Background: an optimization exercise with open tools, aiming at small area and a short achievable clock period. Do not read the settings as production practice.
Where RTL was checked, it was by simulation tests only, not by an equivalence proof against the original.
Function not checked in runs 6 and 7: the RTL went through the layout flow alone.
Power and IR drop assume default switching activity.

--- flow/design.v ---
module dcache_dm (
  input  logic        CLK,
  input  logic        nRST,
  input  logic        halt,
  input  logic        dmemREN,
  input  logic        dmemWEN,
  input  logic        datomic,
  input  logic [31:0] dmemaddr,
  input  logic [31:0] dmemstore,
  output logic        dhit,
  output logic [31:0] dmemload,
  output logic        dREN,
  output logic        dWEN,
  output logic [31:0] daddr,
  output logic [31:0] dstore,
  input  logic        dwait,
  input  logic [31:0] dload,
  output logic        flushed
);
  logic s_idle, s_wb0, s_wb1, s_ld0, s_ld1, s_flush, s_fwb0, s_fwb1, s_done, s_fl;
  logic [7:0]  valid, dirty;
  logic [25:0] tags   [8];
  logic [31:0] words0 [8];
  logic [31:0] words1 [8];
  logic [2:0]  cnt;
  logic [25:0] req_tag;
  logic [2:0]  req_idx;
  logic        req_off;
  logic        req, hit, miss, do_write;
  assign req_tag = dmemaddr[31:6];
  assign req_idx = dmemaddr[5:3];
  assign req_off = dmemaddr[2];
  assign req     = dmemREN | dmemWEN;
  logic [2:0]  ridx;
  logic        roff;
  logic [25:0] rtag;
  logic [31:0] rword;
  assign ridx  = s_fl ? cnt : req_idx;
  assign roff  = s_idle ? req_off : (s_wb1 | s_fwb1);
  assign rtag  = tags[ridx];
  assign rword = roff ? words1[ridx] : words0[ridx];
  assign hit  = s_idle && req && valid[req_idx] && (rtag == req_tag);
  assign miss = s_idle && req && !hit && !halt;
  logic [31:0] link;
  logic        link_valid;
  logic        link_eq, sc_ok;
  assign link_eq  = (link == dmemaddr);
  assign sc_ok    = link_valid && link_eq;
  assign do_write = hit && dmemWEN && (!datomic || sc_ok);
  always_ff @(posedge CLK or negedge nRST) begin
    if (!nRST)                              link_valid <= 1'b0;
    else if (hit && !dmemWEN && datomic)    link_valid <= 1'b1;
    else if (do_write && link_eq)           link_valid <= 1'b0;
  end
  always_ff @(posedge CLK) begin
    if (hit && !dmemWEN && datomic) link <= dmemaddr;
  end
  logic fl_last, fl_clean;
  assign fl_last  = (cnt == 3'd7);
  assign fl_clean = !dirty[cnt];
  always_ff @(posedge CLK or negedge nRST) begin
    if (!nRST) begin
      s_idle  <= 1'b1;
      s_wb0   <= 1'b0;
      s_wb1   <= 1'b0;
      s_ld0   <= 1'b0;
      s_ld1   <= 1'b0;
      s_flush <= 1'b0;
      s_fwb0  <= 1'b0;
      s_fwb1  <= 1'b0;
      s_done  <= 1'b0;
      s_fl    <= 1'b0;
    end else begin
      s_idle  <= s_idle ? (!halt && !miss) : (s_ld1 && !dwait);
      s_wb0   <= (miss && dirty[req_idx]) || (s_wb0 && dwait);
      s_wb1   <= (s_wb0 && !dwait) || (s_wb1 && dwait);
      s_ld0   <= (miss && !dirty[req_idx]) || (s_wb1 && !dwait) || (s_ld0 && dwait);
      s_ld1   <= (s_ld0 && !dwait) || (s_ld1 && dwait);
      s_flush <= (s_idle && halt) || (s_flush && fl_clean && !fl_last) ||
                 (s_fwb1 && !dwait && !fl_last);
      s_fwb0  <= (s_flush && !fl_clean) || (s_fwb0 && dwait);
      s_fwb1  <= (s_fwb0 && !dwait) || (s_fwb1 && dwait);
      s_done  <= s_done || (s_flush && fl_clean && fl_last) || (s_fwb1 && !dwait && fl_last);
      s_fl    <= (s_idle && halt) || (s_flush && !(fl_clean && fl_last)) || s_fwb0 ||
                 (s_fwb1 && !(!dwait && fl_last));
    end
  end
  assign dhit     = hit;
  assign dmemload = dmemWEN ? {31'b0, datomic & sc_ok} : rword;
  assign dstore   = rword;
  assign dREN     = s_ld0 | s_ld1;
  assign dWEN     = s_wb0 | s_wb1 | s_fwb0 | s_fwb1;
  assign daddr    = {rtag, ridx, (s_wb1 | s_ld1 | s_fwb1), 2'b00};
  assign flushed  = s_done;
  logic [31:0] wdata;
  logic        we0, we1, ld_done, tag_we;
  assign wdata   = s_idle ? dmemstore : dload;
  assign ld_done = s_ld1 && !dwait;
  assign we0     = (do_write && !req_off) || (s_ld0 && !dwait);
  assign we1     = (do_write &&  req_off) || ld_done;
  assign tag_we  = (s_idle && req && !dirty[req_idx]) || (s_wb1 && !dwait);
  always_ff @(posedge CLK) begin
    for (int i = 0; i < 8; i++) begin
      if (we0 && req_idx == i)    words0[i] <= wdata;
      if (we1 && req_idx == i)    words1[i] <= wdata;
      if (tag_we && req_idx == i) tags[i]   <= req_tag;
    end
  end
  always_ff @(posedge CLK or negedge nRST) begin
    if (!nRST) begin
      valid <= '0;
      dirty <= '0;
    end else begin
      for (int i = 0; i < 8; i++) begin
        if (ld_done && req_idx == i) begin
          valid[i] <= 1'b1;
          dirty[i] <= 1'b0;
        end else if (do_write && req_idx == i) begin
          dirty[i] <= 1'b1;
        end else if (s_fwb1 && !dwait && cnt == i) begin
          dirty[i] <= 1'b0;
        end
      end
    end
  end
  always_ff @(posedge CLK or negedge nRST) begin
    if (!nRST) begin
      cnt <= '0;
    end else if ((s_flush && fl_clean) || (s_fwb1 && !dwait)) begin
      if (!fl_last) cnt <= cnt + 3'd1;
    end
  end
endmodule
--- flow/flow/run.sh ---
#!/bin/bash
# Standard layout, with the ports buffered by buf_4 cells instead of the default buffer
# and no dummy loads in the clock tree.
set -e
export BUFFER_PORTS_ARGS="-buffer_cell sky130_fd_sc_hd__buf_4"
export CTS_ARGS="-sink_clustering_enable -repair_clock_nets -sink_clustering_size 30 -sink_clustering_max_diameter 80 -dont_use_dummy_load"
bash standard.sh > standard_flow.log 2>&1
--- flow/standard.sh ---
#!/bin/bash
# synth_recipe.tcl (not shown) runs the flow's synth.tcl, then flattens the netlist and writes it again
# the make line also repeats each setting of config.mk as NAME=value (left out here)
make -C /OpenROAD-flow-scripts/flow DESIGN_CONFIG=/design/flow/config.mk WORK_HOME=/design/flow/orfs CLKGATE_MAP_FILE= SYNTH_SCRIPT=/design/flow/synth_recipe.tcl "${@:-finish}"
--- flow/config.mk ---
export PLATFORM = sky130hd
export DESIGN_NAME = dcache_dm
export DESIGN_NICKNAME = dcache_dm
export VERILOG_FILES = /design/flow/design.v
export SDC_FILE = /design/flow/constraint.sdc
export NUM_CORES = 4
export LEC_CHECK = 0
export ABC_AREA = 1
export CAP_MARGIN = 20
export CORE_MARGIN = 2
export CORE_UTILIZATION = 55
export CTS_CLUSTER_DIAMETER = 80
export CTS_CLUSTER_SIZE = 30
export SETUP_SLACK_MARGIN = 2.0
export SLEW_MARGIN = 20
--- flow/constraint.sdc ---
create_clock -name core_clock -period 6.5 [get_ports {CLK}]
set_input_delay 1.3000 -clock core_clock [delete_from_list [all_inputs] [get_ports {CLK}]]
set_output_delay 1.3000 -clock core_clock [all_outputs]
set_load 0.01 [all_outputs]
==> results.txt, run 1 <==
Dominant synthesized flop cell = edfxtp_1
Num CTS Buffers = 37
CTS tree = yes
Simple-gate share of the synthesized area = 12.0%
DRT iter0 DRCs = 2386
Worst R2R Setup Slack = 2160 ps
GR Overflow Total = 0
Sequential element share of the synthesized area = 73.9%
DR DRC count = 0
GP Congestion = 0.862
Routed wire per std cell = 28.1 µm
Final HPWL from detailed placement = 48.7 mm
Mux contribution to synthesized area = 0.0317%
P_sw = 4100 µW
Crit path from = dmemaddr[5]
Ports = 203
Fin Setup TNS = 0 ps
Leak = 0.0135 µW
Final setup fails = 0
CTS Sinks = 782
Power Density = 332 nW/µm²
Buffers on Ports = 200
Clock share of power = 20.0%
Largest net degree at the start of global routing = 64
Area delta synth->final = 20.3%
Asr flop ratio synth = 3.84%
Worst reg-to-reg path cell count = 21
WHS Path Cells = 2
Req. time, crit path = 5200 ps
Die Wd = 244 µm
Mean Syn Cell Area = 13.4 µm²
Die Ht = 244 µm
Core area = 56600 µm²
Final Critical Period = 4680 ps
Final nets = 2769
RSZ-0062 raised after global routing = true
Crit path launch type = input port
Hold Startpoint = valid[3]
Synth Area in Adders = 0.238%
Starting Density = 55.8%
Post-Synthesis Cells = 2350
Total inserted antenna cells = 0
Post-synthesis xor/xnor area fraction = 0.666%
Gr usage total = 31.4%
Slew Limit Fails = 0
EDFF count, synth = 752
First-pass GRT wire length = 136 mm
Arr. time, crit path = 3380 ps
H-tree depth = 2
Critical Path End = dhit
Multi-input gate area = 7880 µm²
Crit. End Element = output port
Crit-path max FO = 6
Cell area after synthesis = 31600 µm²
Fin. Hold Viols = 0
Peak VDD IR = 0.279 mV
First-pass DRT Iterations = 6
Worst Hold Class = flip-flop to flip-flop
Synth Register Bits = 782
Initial antenna violation count = 1
Status = no timing/DRC/antenna violations
Logic pwr share = 35.1%
Commonest non-fill, non-tap cell in the layout = edfxtp_1
Clk Tree Root Cell = clkbuf_16
Synth cell types = 49
Most frequent cells in the layout = edfxtp_1 (752), nand2_1 (376), buf_4 (293)
Fmax = 214 MHz
Pint = 8490 µW
Cell row count = 87
Period utilization = 72.0%
Vias per cell = 6.24
Switching part of the total = 32.6%
Worst-skew pair later-pin latency = 610 ps
Dpl cells = 3239
Non-Filler Instances = 3414
Worst R2R Start = s_fl
Yosys warns = 4
Main combinational cell family by area after synthesis = simple AND/OR/NAND/NOR gates
Slew margin rel. = 28.0%
Core Util, Final = 67.1%
Die Outline Area = 59300 µm²
Layout cells sized above 1 = 23.5%
Compound-cell area share of the yosys netlist = 9.42%
Final WL = 96.1 mm
Seq. cell area = 23300 µm²
Reg2reg end = words1[1][5]
Vias in the first global route = 20300
Fillers = 4087
Max-Cap Viols = 0
Setup Skew = 38.4 ps
Slew at the pin closest to its max-slew limit = 1080 ps
Max clock buf depth = 3
Antenna Nets Post-Route = 0
Sequential share of power = 44.9%
Crit Path Category = input port to output port
Vias = 21300
Clock transition at path regs = 80 ps
[registers in the layout, indices dropped and copies added, names as in the netlist, named ones only]
name        cells
s_wb0           1
s_fwb0          1
words1        256
words0        256
link           32
s_flush         1
s_done          1
cnt             3
s_ld0           1
s_idle          1
dirty           8
link_valid      1
s_fl            1
tags          208
valid           8
[final cells by class]
cell class                      instances  area share [%]
Timing Repair inverter                  2          0.0429
Clock buffer                           37            2.44
Multi-Input combinational cell       1306            20.8
Inverter                              136            1.57
Timing Repair Buffer                  395            11.2
Sequential cell                       782            61.5
Tap cell                              756            2.49
[worst max-delay path, stage by stage]
cell,delay (ps)
buf_12,120
inv_12,60
nand2_8,50
nand2_8,110
buf_8,150
buf_12,120
clkbuf_16,140
nand4_1,90
nand2_1,90
nor2_1,50
nand2_1,70
nand2_1,90
nand2_2,90
nand2_1,60
nor2_1,100
nand2_1,70
inv_2,90
nand3_4,110
nor2_4,190
buf_8,130
buf_6,90
[power groups by stage]
| stage | logic, µW | clock network [µW] | registers, µW |
|---|---|---|---|
| after floorplan | 1840 | 0 | 5740 |
| after global placement | 3250 | 0 | 5760 |
| after detailed placement | 3270 | 0 | 5760 |
| after CTS | 4150 | 2540 | 5650 |
| after global routing | 4660 | 2690 | 5660 |
| final | 4420 | 2520 | 5650 |
[kinds of logic after synthesis]
family / Yosys count
simple gates: 818
buf+inv: 269
mux: 1
flops: 782
xor+xnor: 24
fa+ha+maj: 6
compound gates: 449
other cells: 1
[worst min-delay path by stage]
stage	end	slack, ps
after global routing	valid[0]	490
after CTS	s_done	470
after detailed placement	valid[3]	450
after floorplan	valid[7]	430
final	valid[3]	470
after global placement	valid[7]	440
[synthesized netlist by cell type, types with 2 or more instances]
library cell | n | area share [%]
buf_6 | 7 | 0.25
a221oi_1 | 5 | 0.14
a41oi_1 | 6 | 0.17
nand3_2 | 12 | 0.38
a22oi_1 | 181 | 4.3
nand4_1 | 169 | 3.3
buf_1 | 16 | 0.19
inv_2 | 6 | 0.071
edfxtp_1 | 752 | 72
a41o_1 | 2 | 0.063
or2_2 | 19 | 0.38
a31o_2 | 3 | 0.083
xnor2_1 | 21 | 0.58
nor2_1 | 138 | 1.6
clkbuf_1 | 59 | 0.70
o211ai_1 | 53 | 1.3
a21oi_1 | 120 | 1.9
o21ai_0 | 52 | 0.82
buf_2 | 30 | 0.48
nand3b_1 | 5 | 0.12
inv_1 | 128 | 1.5
dfrtp_1 | 29 | 2.3
buf_4 | 20 | 0.48
a22o_1 | 8 | 0.22
ha_1 | 6 | 0.24
nand2_2 | 5 | 0.099
xor2_1 | 3 | 0.083
or2_1 | 13 | 0.26
nor4_1 | 3 | 0.059
a21oi_2 | 8 | 0.22
o21ai_1 | 5 | 0.079
nor2_4 | 2 | 0.071
nand2_1 | 407 | 4.8
nand3_1 | 42 | 0.67
[metrics by stage]
step / hold WS, ps / cell area, µm² / total power (µW) / setup slack [ps]
2_1_floorplan: 427 / 31600 / 7590 / 1500
3_3_place_gp: 445 / 34200 / 9010 / 1000
3_5_place_dp: 451 / 34200 / 9030 / 928
4_1_cts: 473 / 37200 / 12300 / 1860
5_1_grt: 487 / 38000 / 13000 / 1740
6_report: 468 / 38000 / 12600 / 1820
[metal layers]
layer	vias to the layer above	global-route usage [%]	wire length, µm
met3	170	4.26	7940
met5	-	0	13
met4	2	9.54	2980
met2	1099	52.6	47700
met1	10700	43.3	37400
li1	9370	-	-
[what timing repair did]
| action | CTS | global route |
|---|---|---|
| pin swaps | 53 | 61 |
| setup buffers | 75 | 28 |
| cloned | 29 | 6 |
| resized for setup | 193 | 87 |
| hold buffers | 0 | 0 |
| endpoints found under the setup margin | 588 | 272 |
==> run 2, diff against run 1 <==
--- a/flow/config.mk
+++ b/flow/config.mk
@@ -10,6 +10,6 @@
 export CORE_MARGIN = 2
-export CORE_UTILIZATION = 55
+export CORE_UTILIZATION = 65
 export CTS_CLUSTER_DIAMETER = 80
 export CTS_CLUSTER_SIZE = 30
-export SETUP_SLACK_MARGIN = 2.0
+export SETUP_SLACK_MARGIN = 1.8
 export SLEW_MARGIN = 20
==> run 2 against run 1 <==
Compared with the run above: still clean; cell count down 6.5%; total power decreased by 6.0%; synthesized cell count unchanged; worst hold slack worse by 1.2 ps; largest cell class unchanged; highest routed layer is now met4.
==> results.txt, run 2 <==
Routed wire per std cell = 27.2 µm (-3.3%)
Setup Skew = 43.6 ps (+5.17 ps)
Crit. End Element = output port
Vias per cell = 6.59 (+5.5%)
Worst Hold Class = flip-flop to flip-flop
GP Congestion = 0.860 (-0.19%)
Leak = 0.0129 µW (-5.1%)
Final WL = 86.9 mm (-9.6%)
CTS Hold Bufs = 0 (unchanged)
Synth Register Bits = 782 (unchanged)
Most frequent cell after synthesis = edfxtp_1
First-pass GRT wire length = 124 mm (-8.9%)
Die Ht = 224 µm (-7.9%)
Core area = 47800 µm² (-15%)
Fmax = 214 MHz (+0.18%)
Cell row count = 80 (-8.0%)
Hold_ws = 466 ps (-1.24 ps)
Slowest CP cell = buf_4
Die Wd = 224 µm (-7.9%)
Final setup fails = 0 (unchanged)
Ports = 203 (unchanged)
Worst-skew pair later-pin latency = 590 ps (-20 ps)
Vias in the first global route = 19900 (-2.1%)
Final HPWL from detailed placement = 45.8 mm (-5.8%)
GR Overflow Total = 0 (unchanged)
RSZ-0062 raised after global routing = true
First-pass DRT Iterations = 5 (-1)
Dominant synthesized flop cell = edfxtp_1
Non-Filler Instances = 3192 (-6.5%)
CP Cell Sequence = buf_6 -> o21ai_4 -> buf_12 -> buf_4 -> nand4_1 -> nand2_1 -> nor2_1 -> nand2_1 -> nand2_1 -> nand2_1 -> nand2_1 -> nor2_1 -> nand2_1 -> inv_1 -> nand3_2 -> nor2_4 -> buf_6
Worst R2R Start = s_fl
Most frequent cells in the layout = edfxtp_1 (752), nand2_1 (392), buf_4 (266)
Clk Tree Root Cell = clkbuf_16
Period utilization = 71.9% (-0.13 points)
Num CTS Buffers = 36 (-2.7%)
Starting Density = 66.0% (+10 points)
Initial antenna violation count = 2 (+1)
Share of the synthesized area in the top cell type = 71.6% (unchanged)
CTS Sinks = 782 (unchanged)
Synth cell types = 49 (unchanged)
Max-Cap Viols = 0 (unchanged)
Antenna Nets Post-Route = 0 (unchanged)
Commonest non-fill, non-tap cell in the layout = edfxtp_1
Vias = 21000 (-1.4%)
Slew Limit Fails = 0 (unchanged)
Peak VDD IR = 0.355 mV (+27%)
Buffers on Ports = 200 (unchanged)
Cell area after synthesis = 31600 µm² (unchanged)
Pre-CTS setup slack = 901 ps (-26.6 ps)
Arr. time, crit path = 3370 ps (about the same)
Top Registers = words0 x256, words1 x256, tags x208
Yosys top cell by area = edfxtp_1
Max clock buf depth = 3 (unchanged)
CTS tree = yes
Mean Syn Cell Area = 13.4 µm² (unchanged)
Slew at the pin closest to its max-slew limit = 1030 ps (-54.5 ps)
DRT iter0 DRCs = 2681 (+12%)
Layout cells sized above 1 = 18.9% (-4.6 points)
H-tree depth = 2 (unchanged)
Fin Setup TNS = 0 ps (unchanged)
WHS Path Cells = 2 (unchanged)
Worst Slack Setup Final = 1830 ps (+8.44 ps)
Clock transition at path regs = 90 ps (about the same)
Power Density = 328 nW/µm² (-1.3%)
Reg2reg end = words1[5][22]
Dpl cells = 3097 (-4.4%)
Commonest cells post-synth = edfxtp_1 (752), nand2_1 (407), a22oi_1 (181)
Final nets = 2686 (-3.0%)
Asr flop ratio synth = 3.84% (unchanged)
Die Outline Area = 50300 µm² (-15%)
Crit path launch type = input port
Worst R2R Setup Slack = 2220 ps (+60 ps)
Fin. Hold Viols = 0 (unchanged)
Tot Pwr = 11800 µW (-6.0%)
Critical Path End = dhit
Max incr delay on CP = 270 ps (+80 ps)
DR DRC count = 0 (unchanged)
Synth area leaders = edfxtp_1 (72%), nand2_1 (4.8%), a22oi_1 (4.3%), nand4_1 (3.3%), dfrtp_1 (2.3%)
Post-Synthesis Cells = 2350 (unchanged)
Crit path from = dmemaddr[3]
Sequential element share of the synthesized area = 73.9% (unchanged)
Final Critical Period = 4670 ps (-8.44 ps)
Crit-path max FO = 16 (+10)
Gr usage total = 33.9% (+2.5 points)
Area delta synth->final = 14.6%
Req. time, crit path = 5200 ps (about the same)
Worst reg-to-reg path cell count = 19 (-9.5%)
Slew margin rel. = 31.6% (+3.6 points)
Most used cell, CP = nand2_1
Largest net degree at the start of global routing = 49 (-23%)
Crit Path Category = input port to output port
EDFF count, synth = 752 (unchanged)
Status = no timing/DRC/antenna violations
Yosys warns = 4 (unchanged)
==> run 2: cell count changes in the layout (fill, tap and decap cells not counted), moves of 19 or more <==
cell     previous run  this run
buf_12             33        14
buf_4             293       266
a22oi_2            25         0
buf_16             26         7
a22oi_1           156       181
==> run 2: through the flow <==
| stage | utilization, % | instance area (µm²) |
|---|---|---|
| 2_1_floorplan | - | 31600 |
| 5_1_grt | 75.6 | 36200 |
| 3_3_place_gp | 70.9 | 33900 |
| 3_5_place_dp | 70.9 | 33900 |
| 6_report | 75.6 | 36200 |
| 4_1_cts | 74.7 | 35700 |
==> run 2: layer usage <==
| layer | vias to the layer above | track usage (%) | routed length, µm |
|---|---|---|---|
| li1 | 9198 | - | - |
| met1 | 10400 | 46.1 | 32500 |
| met2 | 1215 | 57.4 | 43000 |
| met3 | 180 | 4.43 | 8010 |
| met4 | 0 | 11.5 | 3320 |
| met5 | - | 0 | 0 |
==> run 2: how the worst min path moves through the flow <==
stage          startpoint       end
2_1_floorplan    valid[7]  valid[7]
3_3_place_gp     valid[3]  valid[3]
3_5_place_dp     valid[7]  valid[7]
4_1_cts          valid[7]  valid[7]
5_1_grt          valid[7]  valid[7]
6_report         valid[7]  valid[7]
==> run 2: critical path, delay by kind of cell <==
family,cells,cell delay [ps]
AO/OA/AOI/OAI,1,150
AND/OR/NAND/NOR,11,1110
buffers and inverters,5,790
==> run 2: power by group <==
group          internal, µW  switching (µW)
sequential             5610            48.1
combinational          1450            2320
clock                  1000            1420
total                  8050            3790
==> run 2: repair_timing <==
action                                  CTS  global route
setup buffers                            22            19
endpoints found under the setup margin  577            40
gates resized for setup                  95            58
cloned                                   12             4
pin swaps                                10            20
==> run 2: cells by family after synthesis <==
kind of cell	count (synthesis)	share of synthesized area, %
XOR/XNOR	24	0.666
multiplexers	1	0.0317
adder cells (fa/ha/maj)	6	0.238
buffers and inverters	269	3.73
AND/OR/NAND/NOR	818	12.0
other	1	0.0119
flip-flops	782	73.9
AO/OA/AOI/OAI	449	9.42
==> run 2: area by class of cell <==
| class | instances | area (µm²) |
|---|---|---|
| diodes | 2 | 5.00 |
| clock buffers | 36 | 901 |
| fillers | 3007 | 11700 |
| inverters | 136 | 568 |
| multi-input cells | 1306 | 7610 |
| flip-flops and latches | 782 | 23300 |
| well taps | 615 | 769 |
| repair buffers | 315 | 2960 |
==> run 3, diff against run 2 <==
--- a/flow/config.mk
+++ b/flow/config.mk
@@ -10,3 +10,3 @@
 export CORE_MARGIN = 2
-export CORE_UTILIZATION = 65
+export CORE_UTILIZATION = 60
 export CTS_CLUSTER_DIAMETER = 80
==> run 3 against run 2 <==
Compared with the run above: still clean on timing, DRC and antenna; area after synthesis unchanged; cell count increased by 1.8%; worst setup slack gained 23 ps; critical path depth rose by 1; first-iteration DRC count decreased by 4.5%; sequential power is essentially flat; utilization is 6.6 points lower; register-to-register slack got worse by 110 ps; critical path type unchanged; largest power group unchanged.
==> results.txt, run 3 <==
Worst-skew pair later-pin latency = 600 ps (about the same)
Arr. time, crit path = 3350 ps (-20 ps)
Leak = 0.0128 µW (-0.75%)
Switching part of the total = 32.2% (+0.14 points)
WHS Path Cells = 1 (-1)
Power Density = 328 nW/µm² (+0.20%)
Fillers = 3653 (+21%)
Fmax = 215 MHz (+0.49%)
Top Registers = words0 x256, words1 x256, tags x208
Final Critical Period = 4650 ps (-22.6 ps)
Largest net degree at the start of global routing = 47 (-4.1%)
GP Congestion = 0.863 (+0.29%)
Mean Syn Cell Area = 13.4 µm² (unchanged)
Cell area after synthesis = 31600 µm² (unchanged)
Max clock buf depth = 3 (unchanged)
Die Ht = 233 µm (+4.0%)
Hold EP = s_done
Hold Startpoint = s_done
Area delta synth->final = 14.2%
Core area = 52200 µm² (+9.2%)
EDFF count, synth = 752 (unchanged)
Fin. Hold Viols = 0 (unchanged)
Buffers on Ports = 200 (unchanged)
Final HPWL from detailed placement = 46.6 mm (+1.6%)
Crit Path Category = input port to output port
Die Wd = 233 µm (+4.0%)
Most frequent cell after synthesis = edfxtp_1
Logic pwr share = 31.1% (-0.7 points)
Yosys warns = 4 (unchanged)
Sequential share of power = 47.8% (about the same)
Sequential element share of the synthesized area = 73.9% (unchanged)
Layout cells sized above 1 = 18.3% (-0.59 points)
CTS Hold Bufs = 0 (unchanged)
Worst R2R Start = s_fl
Max-Cap Viols = 0 (unchanged)
Clock transition at path regs = 80 ps (about the same)
DR DRC count = 0 (unchanged)
Cell row count = 84 (+5.0%)
Period utilization = 71.5% (-0.35 points)
Reg2reg end = words1[0][26]
Num CTS Buffers = 37 (+2.8%)
Pre-CTS setup slack = 1030 ps (+131 ps)
DRT iter0 DRCs = 2560 (-4.5%)
P_sw = 3800 µW (+0.31%)
Req. time, crit path = 5200 ps (about the same)
First-pass GRT wire length = 129 mm (+3.9%)
Worst reg-to-reg path cell count = 20 (+1)
Ports = 203 (unchanged)
Status = no timing/DRC/antenna violations
Dominant synthesized flop cell = edfxtp_1
Routed wire per std cell = 27.4 µm (+0.54%)
Initial antenna violation count = 1 (-1)
Clk Tree Root Cell = clkbuf_16
Crit path launch type = input port
Asr flop ratio synth = 3.84% (unchanged)
Slew margin rel. = 30.4% (-1.2 points)
Synth cell types = 49 (unchanged)
Antenna Nets Post-Route = 0 (unchanged)
Slew at the pin closest to its max-slew limit = 1040 ps (+11.0 ps)
Starting Density = 60.4% (-5.5 points)
Worst R2R Setup Slack = 2110 ps (-110 ps)
Worst Hold Class = flip-flop to flip-flop
CTS tree = yes
Vias = 20800 (-1.1%)
Gr usage total = 32.8% (-1.1 points)
Setup Skew = 41.0 ps (-2.60 ps)
Clock share of power = 21.2% (+0.7 points)
Yosys top cell by area = edfxtp_1
CTS Sinks = 782 (unchanged)
Pint = 8030 µW (-0.32%)
Synth area leaders = edfxtp_1 (72%), nand2_1 (4.8%), a22oi_1 (4.3%), nand4_1 (3.3%), dfrtp_1 (2.3%)
Vias per cell = 6.40 (-2.9%)
Fin Setup TNS = 0 ps (unchanged)
Crit. End Element = output port
Vias in the first global route = 19900 (+0.15%)
Final setup fails = 0 (unchanged)
Seq. cell area = 23300 µm² (unchanged)
GR Overflow Total = 0 (unchanged)
Peak VDD IR = 0.343 mV (-3.3%)
Commonest non-fill, non-tap cell in the layout = edfxtp_1
Final WL = 88.9 mm (+2.3%)
Final nets = 2671 (-0.56%)
RSZ-0062 raised after global routing = true
Share of the synthesized area in the top cell type = 71.6% (unchanged)
Multi-input gate area = 7560 µm² (-0.69%)
Die Outline Area = 54400 µm² (+8.2%)
Synth Register Bits = 782 (unchanged)
Slew Limit Fails = 0 (unchanged)
First-pass DRT Iterations = 6 (+1)
Worst Slack Setup Final = 1850 ps (+22.6 ps)
Most frequent cells in the layout = edfxtp_1 (752), nand2_1 (392), buf_4 (259)
H-tree depth = 2 (unchanged)
Crit-path max FO = 16 (unchanged)
Post-Synthesis Cells = 2350 (unchanged)
Commonest cells post-synth = edfxtp_1 (752), nand2_1 (407), a22oi_1 (181)
-- run 3: cell types whose count changed in the layout (fill, tap and decap cells not counted), sizes merged --
cell,change
buf,-14
clkinv,-1
clkinvlp,-1
diode,-1
inv,+2
nand2,-1
-- run 3: through the flow --
step	area (µm²)	cells	hold slack (ps)	power [µW]	utilization, %
2_1_floorplan	31600	2351	427	7590	-
6_report	36000	3249	461	11800	69.0
5_1_grt	36000	3248	479	12300	69.0
4_1_cts	35800	3242	465	11700	68.5
3_3_place_gp	34100	3170	446	8960	65.2
3_5_place_dp	34100	3170	446	8990	65.2
-- run 3: worst max path at each step --
stage | cells past startpoint | slack [ps] | start | end
3_3_place_gp | 20 | 1060 | dmemaddr[4] | words1[0][22]
4_1_cts | 18 | 1810 | dmemaddr[3] | dhit
2_1_floorplan | 18 | 1500 | dmemaddr[3] | words0[0][0]
5_1_grt | 17 | 1750 | s_fl | dhit
3_5_place_dp | 12 | 1030 | dmemaddr[4] | dmemload[29]
6_report | 18 | 1850 | dmemaddr[3] | dhit
-- run 3: power groups by stage --
stage / logic (µW) / registers [µW] / clock network, µW
final: 3680 / 5650 / 2500
after global routing: 3940 / 5660 / 2690
after CTS: 3550 / 5650 / 2520
after detailed placement: 3220 / 5760 / 0
after global placement: 3200 / 5760 / 0
after floorplan: 1840 / 5740 / 0
-- run 3: area by class of cell --
class / count / share of cell area [%]
Clock buffer: 37 / 2.57
Timing Repair Buffer: 300 / 7.67
Inverter: 136 / 1.64
Tap cell: 688 / 2.39
Antenna cell: 1 / 0.00694
Sequential cell: 782 / 64.7
Multi-Input combinational cell: 1305 / 21.0
-- run 3: layer usage --
layer  routed length [µm]  GRT usage, %  share of wire (%)
met1                34600          45.7                 39
met2                43400          53.9                 49
met3                 7700          4.32                8.7
met4                 3230          11.3                3.6
met5                    0             0                  0
-- run 3: cell families after synthesis --
logic type / Yosys count / share of synthesized area, %
simple gates: 818 / 12.0
flops: 782 / 73.9
compound gates: 449 / 9.42
buf+inv: 269 / 3.73
xor+xnor: 24 / 0.666
fa+ha+maj: 6 / 0.238
other cells: 1 / 0.0119
mux: 1 / 0.0317
-- run 3: timing repair --
| item | in CTS | in global routing |
|---|---|---|
| pin swaps | 10 | 17 |
| gates cloned | 12 | 2 |
| endpoints found under the setup margin | 577 | 82 |
| setup buffers | 23 | 4 |
| gates resized for setup | 70 | 48 |
-- run 3: worst max-delay path, stage by stage --
cell     delay [ps]
buf_6           130
nand2_8          90
nand2_8         100
nor2_4          170
buf_12          150
nand2_8         150
nand2_1         110
nor2_1           50
nand2_1          70
nand2_1          80
nand2_1         130
nand2_1          70
nor2_1           90
nand2_1          80
inv_1           100
nand3_4         130
nor2_4          180
buf_6           130
==> run 4, diff against run 3 <==
--- a/flow/config.mk
+++ b/flow/config.mk
@@ -13,2 +13,3 @@
 export CTS_CLUSTER_SIZE = 30
+export GPL_ROUTABILITY_DRIVEN = 0
 export SETUP_SLACK_MARGIN = 1.8
==> run 4 against run 3 <==
Compared with the run above: still clean; sequential power about the same; non-clock buffer count did not move; register-to-register slack about the same; area after synthesis did not move; critical endpoint unchanged; highest routed layer unchanged.
==> results.txt, run 4 <==
Setup Skew = 41.0 ps (unchanged)
Slew Limit Fails = 0 (unchanged)
Sequential element share of the synthesized area = 73.9% (unchanged)
Clk Tree Root Cell = clkbuf_16
Commonest cells post-synth = edfxtp_1 (752), nand2_1 (407), a22oi_1 (181)
Num CTS Buffers = 37 (unchanged)
Routed wire per std cell = 27.4 µm (unchanged)
Area delta synth->final = 14.2% (unchanged)
Synth Register Bits = 782 (unchanged)
Most used cell, CP = nand2_1
Worst reg-to-reg path cell count = 20 (unchanged)
Peak VDD IR = 0.343 mV (unchanged)
First-pass GRT wire length = 129 mm (unchanged)
WHS Path Cells = 1 (unchanged)
Max incr delay on CP = 180 ps (about the same)
Starting Density = 60.4% (unchanged)
Mean Syn Cell Area = 13.4 µm² (unchanged)
Antenna Nets Post-Route = 0 (unchanged)
Final HPWL from detailed placement = 46.6 mm (unchanged)
CTS Sinks = 782 (unchanged)
Synth cell types = 49 (unchanged)
Fin Setup TNS = 0 ps (unchanged)
H-tree depth = 2 (unchanged)
Worst Hold Class = flip-flop to flip-flop
Most frequent cells in the layout = edfxtp_1 (752), nand2_1 (392), buf_4 (259)
Dpl cells = 3170 (unchanged)
Cell area after synthesis = 31600 µm² (unchanged)
Commonest non-fill, non-tap cell in the layout = edfxtp_1
Arr. time, crit path = 3350 ps (about the same)
CTS Hold Bufs = 0 (unchanged)
RSZ-0062 raised after global routing = true
Synth area leaders = edfxtp_1 (72%), nand2_1 (4.8%), a22oi_1 (4.3%), nand4_1 (3.3%), dfrtp_1 (2.3%)
Slew margin rel. = 30.4% (unchanged)
Crit path launch type = input port
CP Cell Sequence = buf_6 -> nand2_8 -> nand2_8 -> nor2_4 -> buf_12 -> nand2_8 -> nand2_1 -> nor2_1 -> nand2_1 -> nand2_1 -> nand2_1 -> nand2_1 -> nor2_1 -> nand2_1 -> inv_1 -> nand3_4 -> nor2_4 -> buf_6
Yosys top cell by area = edfxtp_1
Crit. End Element = output port
Worst-skew pair later-pin latency = 600 ps (about the same)
Final Critical Period = 4650 ps (unchanged)
Fmax = 215 MHz (unchanged)
Req. time, crit path = 5200 ps (about the same)
Die Wd = 233 µm (unchanged)
Worst R2R Start = s_fl
Gr usage total = 32.8% (unchanged)
EDFF count, synth = 752 (unchanged)
Clock transition at path regs = 80 ps (about the same)
Crit Path Category = input port to output port
Worst R2R Setup Slack = 2110 ps (about the same)
Max clock buf depth = 3 (unchanged)
Yosys warns = 4 (unchanged)
Post-Synthesis Cells = 2350 (unchanged)
Final setup fails = 0 (unchanged)
Cell row count = 84 (unchanged)
Slowest CP cell = nor2_4
Vias per cell = 6.40 (unchanged)
Asr flop ratio synth = 3.84% (unchanged)
Max-Cap Viols = 0 (unchanged)
Core area = 52200 µm² (unchanged)
Dominant synthesized flop cell = edfxtp_1
Layout cells sized above 1 = 18.3% (unchanged)
Fin. Hold Viols = 0 (unchanged)
Period utilization = 71.5% (unchanged)
DRT iter0 DRCs = 2560 (unchanged)
Share of the synthesized area in the top cell type = 71.6% (unchanged)
Initial antenna violation count = 1 (unchanged)
Ports = 203 (unchanged)
Largest net degree at the start of global routing = 47 (unchanged)
First-pass DRT Iterations = 6 (unchanged)
Slew at the pin closest to its max-slew limit = 1040 ps (unchanged)
Die Outline Area = 54400 µm² (unchanged)
Reg2reg end = words1[0][26]
Final nets = 2671 (unchanged)
Vias = 20800 (unchanged)
Power Density = 328 nW/µm² (unchanged)
CTS tree = yes
Status = no timing/DRC/antenna violations
Final WL = 88.9 mm (unchanged)
Most frequent cell after synthesis = edfxtp_1
Hold Startpoint = s_done
Die Ht = 233 µm (unchanged)
Leak = 0.0128 µW (unchanged)
Hold EP = s_done
Tot Pwr = 11800 µW (unchanged)
Top Registers = words0 x256, words1 x256, tags x208
Buffers on Ports = 200 (unchanged)
DR DRC count = 0 (unchanged)
Non-Filler Instances = 3249 (unchanged)
GR Overflow Total = 0 (unchanged)
Crit-path max FO = 16 (unchanged)
Vias in the first global route = 19900 (unchanged)
[run 4: cell counts after synthesis]
Identical to the previous run, type by type.
[run 4: worst max path at each step]
stage	from	to	slack [ps]	depth (start not counted)
finish	dmemaddr[3]	dhit	1850	18
global placement	dmemaddr[4]	words1[0][22]	1060	20
CTS	dmemaddr[3]	dhit	1810	18
detailed placement	dmemaddr[4]	dmemload[29]	1030	12
floorplan	dmemaddr[3]	words0[0][0]	1500	18
global route	s_fl	dhit	1750	17
[run 4: power by group]
part	total [µW]	internal, µW	switching [µW]	leakage, µW
Clock	2500	1030	1480	0.000456
Combinational	3680	1390	2280	0.00516
Sequential	5650	5610	45.3	0.00714
Total	11800	8030	3800	0.0128
[run 4: cell type report]
type,instances,area [µm²]
Clock buffer,37,926
Tap cell,688,861
Fill cell,3653,16200
Multi-Input combinational cell,1305,7560
Timing Repair Buffer,300,2770
Sequential cell,782,23300
Inverter,136,591
Antenna cell,1,2.50
[run 4: stage by stage]
| stage | instance area [µm²] | setup slack (ps) | hold slack (ps) | util [%] |
|---|---|---|---|---|
| CTS | 35800 | 1810 | 465 | 68.5 |
| global route | 36000 | 1750 | 479 | 69.0 |
| finish | 36000 | 1850 | 461 | 69.0 |
| detailed placement | 34100 | 1030 | 446 | 65.2 |
| global placement | 34100 | 1060 | 446 | 65.2 |
| floorplan | 31600 | 1500 | 427 | - |
[run 4: what timing repair did]
action	4_1_cts	5_1_grt
resized for setup	70	48
cloned	12	2
pin swaps	10	17
endpoints found under the setup margin	577	82
setup buffers	23	4
[run 4: worst max-delay path, delay by kind of cell]
family,cells,cell delay [ps]
buf+inv,4,510
simple gates,14,1500
[run 4: cells by family (layout without fill, tap and decap cells)]
| kind of cell | Yosys count | count (layout) | synth area share (%) |
|---|---|---|---|
| other | 1 | 3 | 0.0119 |
| AND/OR/NAND/NOR | 818 | 823 | 12.0 |
| AO/OA/AOI/OAI | 449 | 449 | 9.42 |
| buffers and inverters | 269 | 473 | 3.73 |
| flip-flops | 782 | 782 | 73.9 |
| adder cells (fa/ha/maj) | 6 | 6 | 0.238 |
| multiplexers | 1 | 1 | 0.0317 |
| XOR/XNOR | 24 | 24 | 0.666 |
[run 4: metal layers]
metal	vias up	GRT usage, %	wire (µm)
met2	1131	53.9	43400
met1	10300	45.7	34600
li1	9172	-	-
met3	156	4.32	7700
met4	0	11.3	3230
met5	-	0	0
==> run 5, diff against run 4 <==
==> flow/flow/run.sh (replaced) <==
#!/bin/bash
# Standard layout, with the ports buffered by buf_2 cells instead of the default buffer
# and no dummy loads in the clock tree.
set -e
export BUFFER_PORTS_ARGS="-buffer_cell sky130_fd_sc_hd__buf_2"
export CTS_ARGS="-sink_clustering_enable -repair_clock_nets -sink_clustering_size 30 -sink_clustering_max_diameter 80 -dont_use_dummy_load"
bash standard.sh > standard_flow.log 2>&1
--- a/flow/config.mk
+++ b/flow/config.mk
@@ -13,4 +13,3 @@
 export CTS_CLUSTER_SIZE = 30
-export GPL_ROUTABILITY_DRIVEN = 0
-export SETUP_SLACK_MARGIN = 1.8
+export SETUP_SLACK_MARGIN = 2.0
 export SLEW_MARGIN = 20
==> run 5 against run 4 <==
Compared with the run above: still clean; area after synthesis unchanged; sequential cell count unchanged; cell area up 3.8%; synthesized cell count unchanged; die area unchanged; register-to-register slack better by 90 ps; count of clock-buffer cells in the layout unchanged; routed wire length up 5.4%; first-iteration DRC count down 1.2%; clock power about the same; fmax down 0.70%; clock skew up 0.81 ps; critical path type unchanged; highest routed layer unchanged.
==> results.txt, run 5 <==
Status = no timing/DRC/antenna violations
Yosys warns = 4 (unchanged)
WL met3 = 7.89 mm (+2.4%)
Starting Density = 60.4% (unchanged)
Share of the synthesized area in the top cell type = 71.6% (unchanged)
Pint = 8240 µW (+2.7%)
Cell row count = 84 (unchanged)
Crit path launch type = input port
Final setup fails = 0 (unchanged)
CTS Sinks = 782 (unchanged)
P_sw = 4040 µW (+6.2%)
Metal1 wirelength = 35.7 mm (+3.2%)
Synth cell types = 49 (unchanged)
Routed wire per std cell = 28.1 µm (+2.7%)
Slowest CP cell = or2_4
EDFF count, synth = 752 (unchanged)
CTS tree = yes
CP Cell Sequence = buf_12 -> inv_8 -> nand2_8 -> nand2_8 -> buf_12 -> buf_12 -> nand2_8 -> buf_6 -> or2_4 -> nand3b_1 -> nand2_1 -> nor2_1 -> nand2_1 -> nor2_2 -> nand2_2 -> nor2_4 -> buf_6
Req. time, crit path = 5200 ps (about the same)
Layout cells sized above 1 = 24.2% (+5.9 points)
Period utilization = 72.0% (+0.50 points)
Worst-skew pair later-pin latency = 600 ps (about the same)
Top Registers = words0 x256, words1 x256, tags x208
Final WL = 93.6 mm (+5.4%)
Commonest cells post-synth = edfxtp_1 (752), nand2_1 (407), a22oi_1 (181)
First-pass GRT wire length = 131 mm (+1.7%)
Initial antenna violation count = 1 (unchanged)
Max clock buf depth = 3 (unchanged)
Peak VDD IR = 0.277 mV (-19%)
Die Wd = 233 µm (unchanged)
Final Instance Area = 37400 µm² (+3.8%)
Most frequent cell after synthesis = edfxtp_1
Area after detailed placement = 33600 µm² (-1.3%)
Buffers on Ports = 200 (unchanged)
Slew Limit Fails = 0 (unchanged)
GP Congestion = 0.873
DRT iter0 DRCs = 2529 (-1.2%)
Final nets = 2756 (+3.2%)
Vias in the first global route = 19900 (-0.040%)
Sequential element share of the synthesized area = 73.9% (unchanged)
Dominant synthesized flop cell = edfxtp_1
Fmax = 214 MHz (-0.70%)
Core area = 52200 µm² (unchanged)
Synth area leaders = edfxtp_1 (72%), nand2_1 (4.8%), a22oi_1 (4.3%), nand4_1 (3.3%), dfrtp_1 (2.3%)
Max incr delay on CP = 220 ps (+40 ps)
Slew margin rel. = 26.2% (-4.2 points)
Vias per cell = 6.42 (+0.33%)
Fin. Hold Viols = 0 (unchanged)
Crit-path max FO = 6 (-10)
Met2 WL post-DR = 46.2 mm (+6.6%)
Arr. time, crit path = 3380 ps (+30 ps)
H-tree depth = 2 (unchanged)
Post-Synthesis Cells = 2350 (unchanged)
Cell area after synthesis = 31600 µm² (unchanged)
Largest net degree at the start of global routing = 68 (+45%)
First-pass DRT Iterations = 5 (-1)
RSZ-0062 raised after global routing = true
Clk Tree Root Cell = clkbuf_16
Antenna Nets Post-Route = 0 (unchanged)
Area delta synth->final = 18.6%
Clock transition at path regs = 80 ps (about the same)
Clock share of power = 20.4% (-0.8 points)
Top Metal Used = met4
Fin Setup TNS = 0 ps (unchanged)
Commonest non-fill, non-tap cell in the layout = edfxtp_1
Setup Skew = 41.8 ps (+0.809 ps)
Switching part of the total = 32.9% (+0.74 points)
Leak = 0.0133 µW (+4.6%)
Logic pwr share = 33.6% (+2.5 points)
Yosys top cell by area = edfxtp_1
Max-Cap Viols = 0 (unchanged)
Power Density = 328 nW/µm² (about the same)
Die Outline Area = 54400 µm² (unchanged)
Worst Hold Class = flip-flop to flip-flop
DR DRC count = 0 (unchanged)
Fillers = 3472 (-5.0%)
Die Ht = 233 µm (unchanged)
Mean Syn Cell Area = 13.4 µm² (unchanged)
Num CTS Buffers = 37 (unchanged)
Slew at the pin closest to its max-slew limit = 1100 ps (+67.2 ps)
Sequential share of power = 46.0% (-1.8 points)
Asr flop ratio synth = 3.84% (unchanged)
Final Critical Period = 4680 ps (+32.7 ps)
Vias = 21400 (+3.0%)
Final HPWL from detailed placement = 47.5 mm (+1.9%)
Worst R2R Setup Slack = 2200 ps (+90 ps)
Crit Path Category = input port to output port
Crit. End Element = output port
Most frequent cells in the layout = edfxtp_1 (752), nand2_1 (370), buf_2 (194)
Ports = 203 (unchanged)
Synth Register Bits = 782 (unchanged)
Gr usage total = 33.5% (+0.64 points)
GR Overflow Total = 0 (unchanged)
[run 5: path summary, 6_finish.rpt]
check,from,endpoint,cells past startpoint
setup / recovery,dmemaddr[4],dhit,17
hold reg to reg,valid[7],valid[7],2
hold / removal,valid[7],valid[7],2
min in group asynchronous,nRST,dirty[7],1
setup reg to reg,cnt[1],words1[1][14],20
max in group asynchronous,nRST,s_fl,1
[run 5: metal layers]
metal / GRT usage (%) / up-vias
li1: - / 9346
met1: 45.7 / 10700
met2: 56.1 / 1182
met3: 4.21 / 202
met4: 11.4 / 0
met5: 0 / -
[run 5: power by group through the flow]
stage	Combinational, µW	Sequential (µW)	Clock (µW)
CTS	3730	5650	2530
global placement	2960	5760	0
floorplan	1840	5740	0
global route	4380	5660	2680
finish	4130	5650	2500
detailed placement	2990	5760	0
[run 5: what timing repair did]
| item | 4_1_cts | 5_1_grt |
|---|---|---|
| cloned | 21 | 15 |
| buffers inserted | 64 | 26 |
| hold buffers | 0 | 0 |
| pin swaps | 73 | 70 |
| endpoints found under the setup margin | 617 | 537 |
| gates resized for setup | 201 | 114 |
[run 5: per-stage QoR]
step | total power [µW] | util, % | setup slack, ps | hold slack, ps | cells
6_report | 12300 | 71.7 | 1820 | 459 | 3334
5_1_grt | 12700 | 71.7 | 1780 | 497 | 3334
4_1_cts | 11900 | 69.8 | 1920 | 465 | 3292
3_5_place_dp | 8750 | 64.4 | 732 | 447 | 3170
3_3_place_gp | 8720 | 64.4 | 768 | 443 | 3170
2_1_floorplan | 7590 | - | 1500 | 427 | 2351
[run 5: layout make-up]
cell class / count / area, µm² / share of cell area [%]
antenna: 1 / 2.50 / 0.00669
sequential: 782 / 23300 / 62.3
multi-input combinational: 1305 / 8040 / 21.5
timing repair buffer: 379 / 3590 / 9.58
inverter: 136 / 617 / 1.65
tap: 688 / 861 / 2.30
clock buffer: 37 / 926 / 2.47
timing repair inverter: 6 / 62.6 / 0.167
[run 5: logic make-up (layout without fill, tap and decap cells)]
kind of cell / after synthesis / after routing / synth area share [%]
adders and majority gates: 6 / 6 / 0.238
AOI/OAI and AO/OA: 449 / 449 / 9.42
muxes: 1 / 1 / 0.0317
DFF: 782 / 782 / 73.9
other: 1 / 3 / 0.0119
xor gates and xnor gates: 24 / 24 / 0.666
buffers and inverters: 269 / 558 / 3.73
and+or+nand+nor: 818 / 823 / 12.0
[run 5: worst max-delay path, delay by kind of cell]
family | cells | cell delay (ps)
buf+inv | 6 | 760
simple gates | 11 | 1310
==> run 6, diff against run 5 <==
--- a/flow/design.v
+++ b/flow/design.v
@@ -24,3 +24,2 @@
   logic [31:0] words1 [8];
-  logic [2:0]  cnt;
   logic [25:0] req_tag;
@@ -33,3 +32,4 @@
   assign req     = dmemREN | dmemWEN;
-  logic [2:0]  ridx;
+  logic [7:0]  fsel, rsel;
+  logic [2:0]  cnt;
   logic        roff;
@@ -37,6 +37,13 @@
   logic [31:0] rword;
-  assign ridx  = s_fl ? cnt : req_idx;
-  assign roff  = s_idle ? req_off : (s_wb1 | s_fwb1);
-  assign rtag  = tags[ridx];
-  assign rword = roff ? words1[ridx] : words0[ridx];
+  always_comb begin
+    rtag  = '0;
+    rword = '0;
+    for (int i = 0; i < 8; i++) begin
+      rsel[i] = fsel[i] | (!s_fl && req_idx == i);
+      rtag    = rtag  | ({26{rsel[i]}} & tags[i]);
+      rword   = rword | ({32{rsel[i] && !roff}} & words0[i]) | ({32{rsel[i] && roff}} & words1[i]);
+    end
+  end
+  assign cnt  = {|fsel[7:4], |{fsel[7:6], fsel[3:2]}, |{fsel[7], fsel[5], fsel[3], fsel[1]}};
+  assign roff = s_idle ? req_off : (s_wb1 | s_fwb1);
   assign hit  = s_idle && req && valid[req_idx] && (rtag == req_tag);
@@ -58,4 +65,4 @@
   logic fl_last, fl_clean;
-  assign fl_last  = (cnt == 3'd7);
-  assign fl_clean = !dirty[cnt];
+  assign fl_last  = fsel[7];
+  assign fl_clean = !(|(dirty & fsel));
   always_ff @(posedge CLK or negedge nRST) begin
@@ -92,3 +99,3 @@
   assign dWEN     = s_wb0 | s_wb1 | s_fwb0 | s_fwb1;
-  assign daddr    = {rtag, ridx, (s_wb1 | s_ld1 | s_fwb1), 2'b00};
+  assign daddr    = {rtag, (s_fl ? cnt : req_idx), (s_wb1 | s_ld1 | s_fwb1), 2'b00};
   assign flushed  = s_done;
@@ -119,3 +126,3 @@
           dirty[i] <= 1'b1;
-        end else if (s_fwb1 && !dwait && cnt == i) begin
+        end else if (s_fwb1 && !dwait && fsel[i]) begin
           dirty[i] <= 1'b0;
@@ -127,5 +134,7 @@
     if (!nRST) begin
-      cnt <= '0;
+      fsel <= '0;
+    end else if (s_idle && halt) begin
+      fsel <= 8'd1;
     end else if ((s_flush && fl_clean) || (s_fwb1 && !dwait)) begin
-      if (!fl_last) cnt <= cnt + 3'd1;
+      fsel <= {fsel[6:0], 1'b0};
     end
==> flow/flow/run.sh (replaced) <==
#!/bin/bash
# Standard layout, with the ports buffered by buf_4 cells instead of the default buffer
# and no dummy loads in the clock tree.
set -e
export BUFFER_PORTS_ARGS="-buffer_cell sky130_fd_sc_hd__buf_4"
export CTS_ARGS="-sink_clustering_enable -repair_clock_nets -sink_clustering_size 30 -sink_clustering_max_diameter 80 -dont_use_dummy_load"
bash standard.sh > standard_flow.log 2>&1
==> run 6 against run 5 <==
Compared with the run above: total power up 11%; worst hold slack better by 13 ps; non-clock buffer count rose by 23.
==> results.txt, run 6 <==
Status = no timing/DRC/antenna violations
GR Overflow Total = 0 (unchanged)
CTS Hold Bufs = 0 (unchanged)
First-pass GRT wire length = 127 mm (-3.2%)
Most used cell, CP = buf_4
RSZ-0062 raised after global routing = true
Period utilization = 71.6% (-0.43 points)
Hold_ws = 472 ps (+12.8 ps)
Share of the synthesized area in the top cell type = 73.0% (+1.4 points)
Synth Register Bits = 787 (+0.64%)
Mean Syn Cell Area = 13.0 µm² (-2.9%)
Worst-skew pair later-pin latency = 590 ps (about the same)
Die Wd = 231 µm (-0.96%)
Starting Density = 60.4% (about the same)
Synth area leaders = edfxtp_1 (73%), nand2_1 (9.3%), dfrtp_1 (2.7%), a22o_1 (2.3%), inv_1 (1.7%)
CTS Sinks = 787 (+0.64%)
Die Outline Area = 53400 µm² (-1.9%)
Core area = 51200 µm² (-2.0%)
Fmax = 215 MHz (+0.60%)
Area delta synth->final = 21.9%
Yosys top cell by area = edfxtp_1
Crit. End Element = output port
Worst Hold Class = flip-flop to flip-flop
Fin. Hold Viols = 0 (unchanged)
DR DRC count = 0 (unchanged)
Most frequent cells in the layout = edfxtp_1 (752), nand2_1 (720), buf_4 (281)
Worst R2R Setup Slack = 2280 ps (+80 ps)
Arr. time, crit path = 3350 ps (-30 ps)
Final setup fails = 0 (unchanged)
Ports = 203 (unchanged)
Max-Cap Viols = 0 (unchanged)
Slew margin rel. = 31.7% (+5.5 points)
Peak VDD IR = 0.309 mV (+12%)
Leak = 0.0140 µW (+4.9%)
GP Congestion = 0.836 (-4.2%)
Vias per cell = 6.02 (-6.2%)
Reg2reg end = words1[0][11]
Worst reg-to-reg path cell count = 19 (-5.0%)
Crit path launch type = input port
Cell area after synthesis = 30900 µm² (-1.9%)
Final nets = 2829 (+2.6%)
Final Instance Area = 37700 µm² (+0.82%)
Final Critical Period = 4650 ps (-28.0 ps)
Sequential element share of the synthesized area = 75.8% (+1.9 points)
Yosys warns = 4 (unchanged)
Area after detailed placement = 33700 µm² (+0.16%)
Die Ht = 231 µm (-0.96%)
Worst R2R Start = fsel[7]
Most frequent cell after synthesis = nand2_1
Vias in the first global route = 19700 (-1.4%)
Num CTS Buffers = 35 (-5.4%)
Dominant synthesized flop cell = edfxtp_1
Final WL = 88.1 mm (-5.9%)
H-tree depth = 2 (unchanged)
Power Density = 362 nW/µm² (+10%)
Clock transition at path regs = 70 ps (about the same)
Post-Synthesis Cells = 2372 (+0.94%)
Final HPWL from detailed placement = 49.1 mm (+3.4%)
Vias = 20500 (-4.2%)
Commonest non-fill, non-tap cell in the layout = edfxtp_1
Hold EP = valid[7]
Initial antenna violation count = 1 (unchanged)
Slew Limit Fails = 0 (unchanged)
CTS tree = yes
Fin Setup TNS = 0 ps (unchanged)
First-pass DRT Iterations = 5 (unchanged)
Gr usage total = 32.9% (-0.52 points)
Synth cell types = 42 (-14%)
Max incr delay on CP = 340 ps (+120 ps)
Setup Skew = 61.9 ps (+20.1 ps)
Commonest cells post-synth = nand2_1 (763), edfxtp_1 (752), inv_1 (142)
Cell row count = 83 (-1.2%)
Pre-CTS setup slack = 877 ps (+145 ps)
Buffers on Ports = 200 (unchanged)
Slew at the pin closest to its max-slew limit = 1020 ps (-79.7 ps)
Total inserted antenna cells = 0 (-1)
Req. time, crit path = 5200 ps (about the same)
Max clock buf depth = 3 (unchanged)
DRT iter0 DRCs = 2216 (-12%)
EDFF count, synth = 752 (unchanged)
Clk Tree Root Cell = clkbuf_16
Worst Slack Setup Final = 1850 ps (+28.0 ps)
Largest net degree at the start of global routing = 36 (-47%)
Hold Startpoint = valid[7]
Crit Path Category = input port to output port
WHS Path Cells = 1 (-1)
Crit-path max FO = 28 (+22)
Routed wire per std cell = 25.9 µm (-7.8%)
Asr flop ratio synth = 4.45% (+0.61 points)
Top Registers = words0 x256, words1 x256, tags x208
Slowest CP cell = a2111oi_2
CP Cell Sequence = buf_12 -> inv_4 -> nand4_1 -> nand2_4 -> buf_4 -> nand2_1 -> bufinv_16 -> nand2_1 -> nand4_1 -> a2111oi_2 -> buf_4 -> a21oi_1 -> buf_4
Layout cells sized above 1 = 24.5% (+0.33 points)
Antenna Nets Post-Route = 0 (unchanged)
## run 6: routing by layer
metal | wire (µm) | GRT usage [%] | vias to the layer above
met5 | 11 | 0 | -
met4 | 2610 | 10.0 | 2
met3 | 6710 | 4.11 | 132
met2 | 44600 | 56.7 | 970
met1 | 34200 | 44.3 | 10200
li1 | - | - | 9146
## run 6: worst max-delay path: cells and delay by family
family	cells	cell delay, ps
and+or+nand+nor	5	680
buffers and inverters	6	940
AOI/OAI and AO/OA	2	400
## run 6: worst max-delay path by stage
stage          slack, ps   startpoint      endpoint
3_3_place_gp         930  dmemaddr[4]   dmemload[0]
3_5_place_dp         880  dmemaddr[4]   dmemload[9]
2_1_floorplan       1420  dmemaddr[3]  words0[0][0]
6_report            1850  dmemaddr[4]  dmemload[17]
4_1_cts             1850  dmemaddr[4]          dhit
5_1_grt             1760  dmemaddr[4]          dhit
## run 6: where the power goes
group          total [µW]  leakage, µW  internal, µW  switching [µW]
logic                5560      0.00634          2520            3040
registers            5680      0.00722          5640            32.9
clock network        2420     0.000431           974            1440
total               13700       0.0140          9140            4520
## run 6: what timing repair did
action / CTS / global route
setup buffers: 96 / 23
resized for setup: 290 / 105
pin swaps: 71 / 73
gates cloned: 15 / 1
endpoints found under the setup margin: 545 / 420
hold endpoints to repair: 0 / 0
## run 6: cell families (layout without fill, tap and decap cells)
family / count (synthesis) / after routing / share of synthesized area, %
flops: 787 / 787 / 75.8
simple gates: 1052 / 1053 / 13.9
compound gates: 267 / 267 / 6.44
buf+inv: 237 / 587 / 3.09
xor+xnor: 28 / 28 / 0.792
other cells: 1 / 2 / 0.0121
## run 6: metrics by stage
step | power, µW | utilization [%] | instances
2_1_floorplan | 7860 | - | 2373
3_3_place_gp | 9720 | 65.8 | 3234
3_5_place_dp | 9760 | 65.8 | 3234
4_1_cts | 13300 | 72.5 | 3380
5_1_grt | 14200 | 73.7 | 3404
6_report | 13700 | 73.7 | 3404
## run 6: layout make-up
type | count | area, µm²
clock buffers | 35 | 876
repair buffers | 402 | 4100
inverters | 148 | 672
well taps | 680 | 851
fillers | 3300 | 13500
repair inverters | 2 | 15.0
flip-flops and latches | 787 | 23500
multi-input cells | 1350 | 7760
==> run 7, diff against run 6 <==
--- a/flow/config.mk
+++ b/flow/config.mk
@@ -7,3 +7,3 @@
 export LEC_CHECK = 0
-export ABC_AREA = 1
+export ABC_AREA = 0
 export CAP_MARGIN = 20
==> run 7 against run 6 <==
Compared with the run above: sequential power is 8.5% higher; largest cell class unchanged; register-to-register slack worse by 110 ps; critical path depth shrank 1; worst setup slack got worse by 290 ps; area after synthesis grew 0.44%; fmax is 5.8% lower; cell area decreased by 0.91%; critical endpoint is now dhit; sequential cell count unchanged; synthesized cell count fell by 14%; cell count is 12% lower; total power is 23% higher.
==> results.txt, run 7 <==
Req. time, crit path = 5200 ps (about the same)
Sequential element share of the synthesized area = 75.5% (-0.33 points)
CTS tree = yes
Layout cells sized above 1 = 28.6% (+4.1 points)
Peak VDD IR = 0.422 mV (+37%)
Commonest non-fill, non-tap cell in the layout = edfxtp_1
GR Overflow Total = 0 (unchanged)
Most frequent cells in the layout = edfxtp_1 (752), buf_4 (274), o21ai_0 (195)
Most frequent cell after synthesis = edfxtp_1
Final WL = 99.5 mm (+13%)
Multi-input gate area = 8050 µm² (+3.7%)
Post-synthesis xor/xnor area fraction = 0.930% (+0.14 points)
Clock transition at path regs = 60 ps (about the same)
First-pass GRT wire length = 139 mm (+9.6%)
Switching part of the total = 37.1% (+4.0 points)
DRT iter0 DRCs = 3733 (+68%)
Leak = 0.0125 µW (-11%)
Buffers on Ports = 200 (unchanged)
Synth cell types = 66 (+57%)
Initial antenna violation count = 3 (+2)
Crit-path max FO = 15 (-46%)
Die Wd = 232 µm (+0.21%)
Period utilization = 76.0% (+4.4 points)
Worst-skew pair later-pin latency = 610 ps (+20 ps)
Vias in the first global route = 20100 (+2.3%)
Crit. End Element = output port
Vias per cell = 7.08 (+18%)
Vias = 21300 (+4.0%)
Status = no timing/DRC/antenna violations
Fin. Hold Viols = 0 (unchanged)
Gr usage total = 36.6% (+3.7 points)
Synth area leaders = edfxtp_1 (73%), o21ai_0 (3.8%), dfrtp_1 (2.7%), a22oi_1 (2.1%), nand4_1 (1.7%)
Antenna Nets Post-Route = 0 (unchanged)
EDFF count, synth = 752 (unchanged)
Starting Density = 60.6% (+0.14 points)
First-pass DRT Iterations = 8 (+3)
Crit path launch type = input port
Slew Limit Fails = 0 (unchanged)
Worst reg-to-reg path cell count = 11 (-8)
Synth Register Bits = 787 (unchanged)
Post-Synthesis Cells = 2032 (-14%)
Commonest cells post-synth = edfxtp_1 (752), o21ai_0 (237), nand2_1 (120)
Final HPWL from detailed placement = 53.2 mm (+8.4%)
Yosys top cell by area = edfxtp_1
Final nets = 2435 (-14%)
Routed wire per std cell = 33.0 µm (+28%)
Yosys warns = 4 (unchanged)
Worst Hold Class = flip-flop to flip-flop
Seq. cell area = 23500 µm² (about the same)
Slew at the pin closest to its max-slew limit = 1100 ps (+75.7 ps)
Clk Tree Root Cell = clkbuf_16
Area delta synth->final = 20.3%
Max clock buf depth = 3 (unchanged)
Top Registers = words0 x256, words1 x256, tags x208
Slew margin rel. = 26.6% (-5.0 points)
Core Util, Final = 72.9% (-0.81 points)
Num CTS Buffers = 36 (+2.9%)
P_sw = 6220 µW (+38%)
Asr flop ratio synth = 4.45% (unchanged)
Synth Area in Adders = 0% (unchanged)
Die Outline Area = 53600 µm² (+0.43%)
Pint = 10500 µW (+15%)
Fmax = 202 MHz (-5.8%)
Max-Cap Viols = 0 (unchanged)
Cell row count = 83 (unchanged)
Dominant synthesized flop cell = edfxtp_1
Logic pwr share = 48.5% (+7.8 points)
Clock share of power = 14.7% (-3.0 points)
Mean Syn Cell Area = 15.3 µm² (+17%)
Mux contribution to synthesized area = 2.29% (+2.3 points)
Fillers = 3294 (-0.18%)
RSZ-0062 raised after global routing = true
Die Ht = 232 µm (+0.21%)
Final Critical Period = 4940 ps (+288 ps)
CTS Sinks = 787 (unchanged)
Fin Setup TNS = 0 ps (unchanged)
Main combinational cell family by area after synthesis = compound AO/OA/AOI/OAI gates
Compound-cell area share of the yosys netlist = 11.4% (+5.0 points)
WHS Path Cells = 1 (unchanged)
Core area = 51300 µm² (+0.20%)
Share of the synthesized area in the top cell type = 72.7% (-0.32 points)
Final setup fails = 0 (unchanged)
Ports = 203 (unchanged)
Sequential share of power = 36.7% (-4.9 points)
Power Density = 448 nW/µm² (+24%)
CTS Hold Bufs = 0 (unchanged)
GP Congestion = 0.894 (+7.0%)
H-tree depth = 2 (unchanged)
DR DRC count = 0 (unchanged)
Simple-gate share of the synthesized area = 7.91% (-5.9 points)
Crit Path Category = input port to output port
Arr. time, crit path = 3640 ps (+290 ps)
Cell area after synthesis = 31100 µm² (+0.44%)
Largest net degree at the start of global routing = 36 (unchanged)
Setup Skew = 83.0 ps (+21.1 ps)
run 7: final timing paths:
kind / start / endpoint / slack, ps
worst max-delay path: dmemaddr[3] / dhit / 1560
worst min-delay path: valid[2] / valid[2] / 480
worst max register to register: fsel[1] / words0[3][14] / 2170
worst min register to register: valid[2] / valid[2] / 480
max in group asynchronous: nRST / s_idle / 5470
min in group asynchronous: nRST / dirty[7] / 640
run 7: critical path: stages:
cell and delay (ps):
buf_16 100, nor4bb_4 340, buf_6 260, o21ai_0 130, nand4_1 210, or3_1 210
nand4_1 230, nor4_4 370, nand4_1 140, buf_6 170, inv_6 60, buf_6 90
run 7: layout make-up:
class / instances / share of cell area, %
multi-input combinational: 1095 / 21.5
sequential: 787 / 62.7
timing repair buffer: 385 / 10.8
inverter: 27 / 0.284
antenna: 1 / 0.00669
tap: 680 / 2.28
clock buffer: 36 / 2.41
run 7: what timing repair did:
| item | CTS | global route |
|---|---|---|
| buffers inserted | 53 | 35 |
| gates cloned | 21 | 7 |
| endpoints found under the setup margin | 578 | 483 |
| pin swaps | 60 | 91 |
| resized for setup | 166 | 139 |
run 7: per-stage QoR:
step                      cell area, µm²  hold slack [ps]  setup WS, ps  power (µW)  std cells
after global placement             33900              454           924       12500       2858
after detailed placement           33900              451           824       12500       2858
after global routing               37400              497          1440       17300       3011
after floorplan                    31400              434          1710        9610       2033
final                              37400              477          1560       16800       3011
after CTS                          36400              473          1630       15900       2968
run 7: cell families after synthesis:
family | after synthesis
xor gates and xnor gates | 33
other | 1
AOI/OAI and AO/OA | 539
buffers and inverters | 155
DFF | 787
muxes | 62
and+or+nand+nor | 455
run 7: power by group through the flow:
stage	Sequential [µW]	Clock, µW	Combinational [µW]
6_report	6160	2470	8130
5_1_grt	6160	2640	8500
4_1_cts	6140	2470	7260
3_5_place_dp	6240	0	6290
3_3_place_gp	6240	0	6230
2_1_floorplan	6140	0	3470
run 7: per-layer routing:
metal	track usage [%]	vias to the layer above	routed length, µm
li1	-	8709	-
met3	8.92	209	13300
met5	0	-	8
met2	55.1	1655	45500
met1	53.6	10700	37500
met4	11.1	2	3130

==> what the ideal ports hide <==
In the flow no input, the clock included, has a driving cell. The finished layouts below were timed again as built, in two steps. Step 1 assumes that a clkbuf_16 drives the clock port and a buf_2 every other input. Step 2 also shifts input and output timing later by t, the mid clock arrival at the registers, as if the neighbouring blocks saw the same clock. Slacks: no drivers / after step 1 / after step 2; pairs: no drivers / after step 1.
run | t (ns) | setup WS [ns] | worst setup path at the end
run 1 | 0.647 | 1.820 / 1.761 / 1.426 | input to register
run 2 | 0.624 | 1.828 / 1.795 / 1.531 | input to register
run 3 | 0.643 | 1.851 / 1.815 / 1.319 | input to register
run 4 | 0.643 | 1.851 / 1.815 / 1.319 | input to register
run 5 | 0.634 | 1.818 / 1.770 / 1.528 | input to register
run 6 | 0.628 | 1.846 / 1.757 / 1.448 | input to register
run 7 | 0.625 | 1.558 / 1.368 / 1.368 | input to output
After both steps every run listed still meets setup and hold.
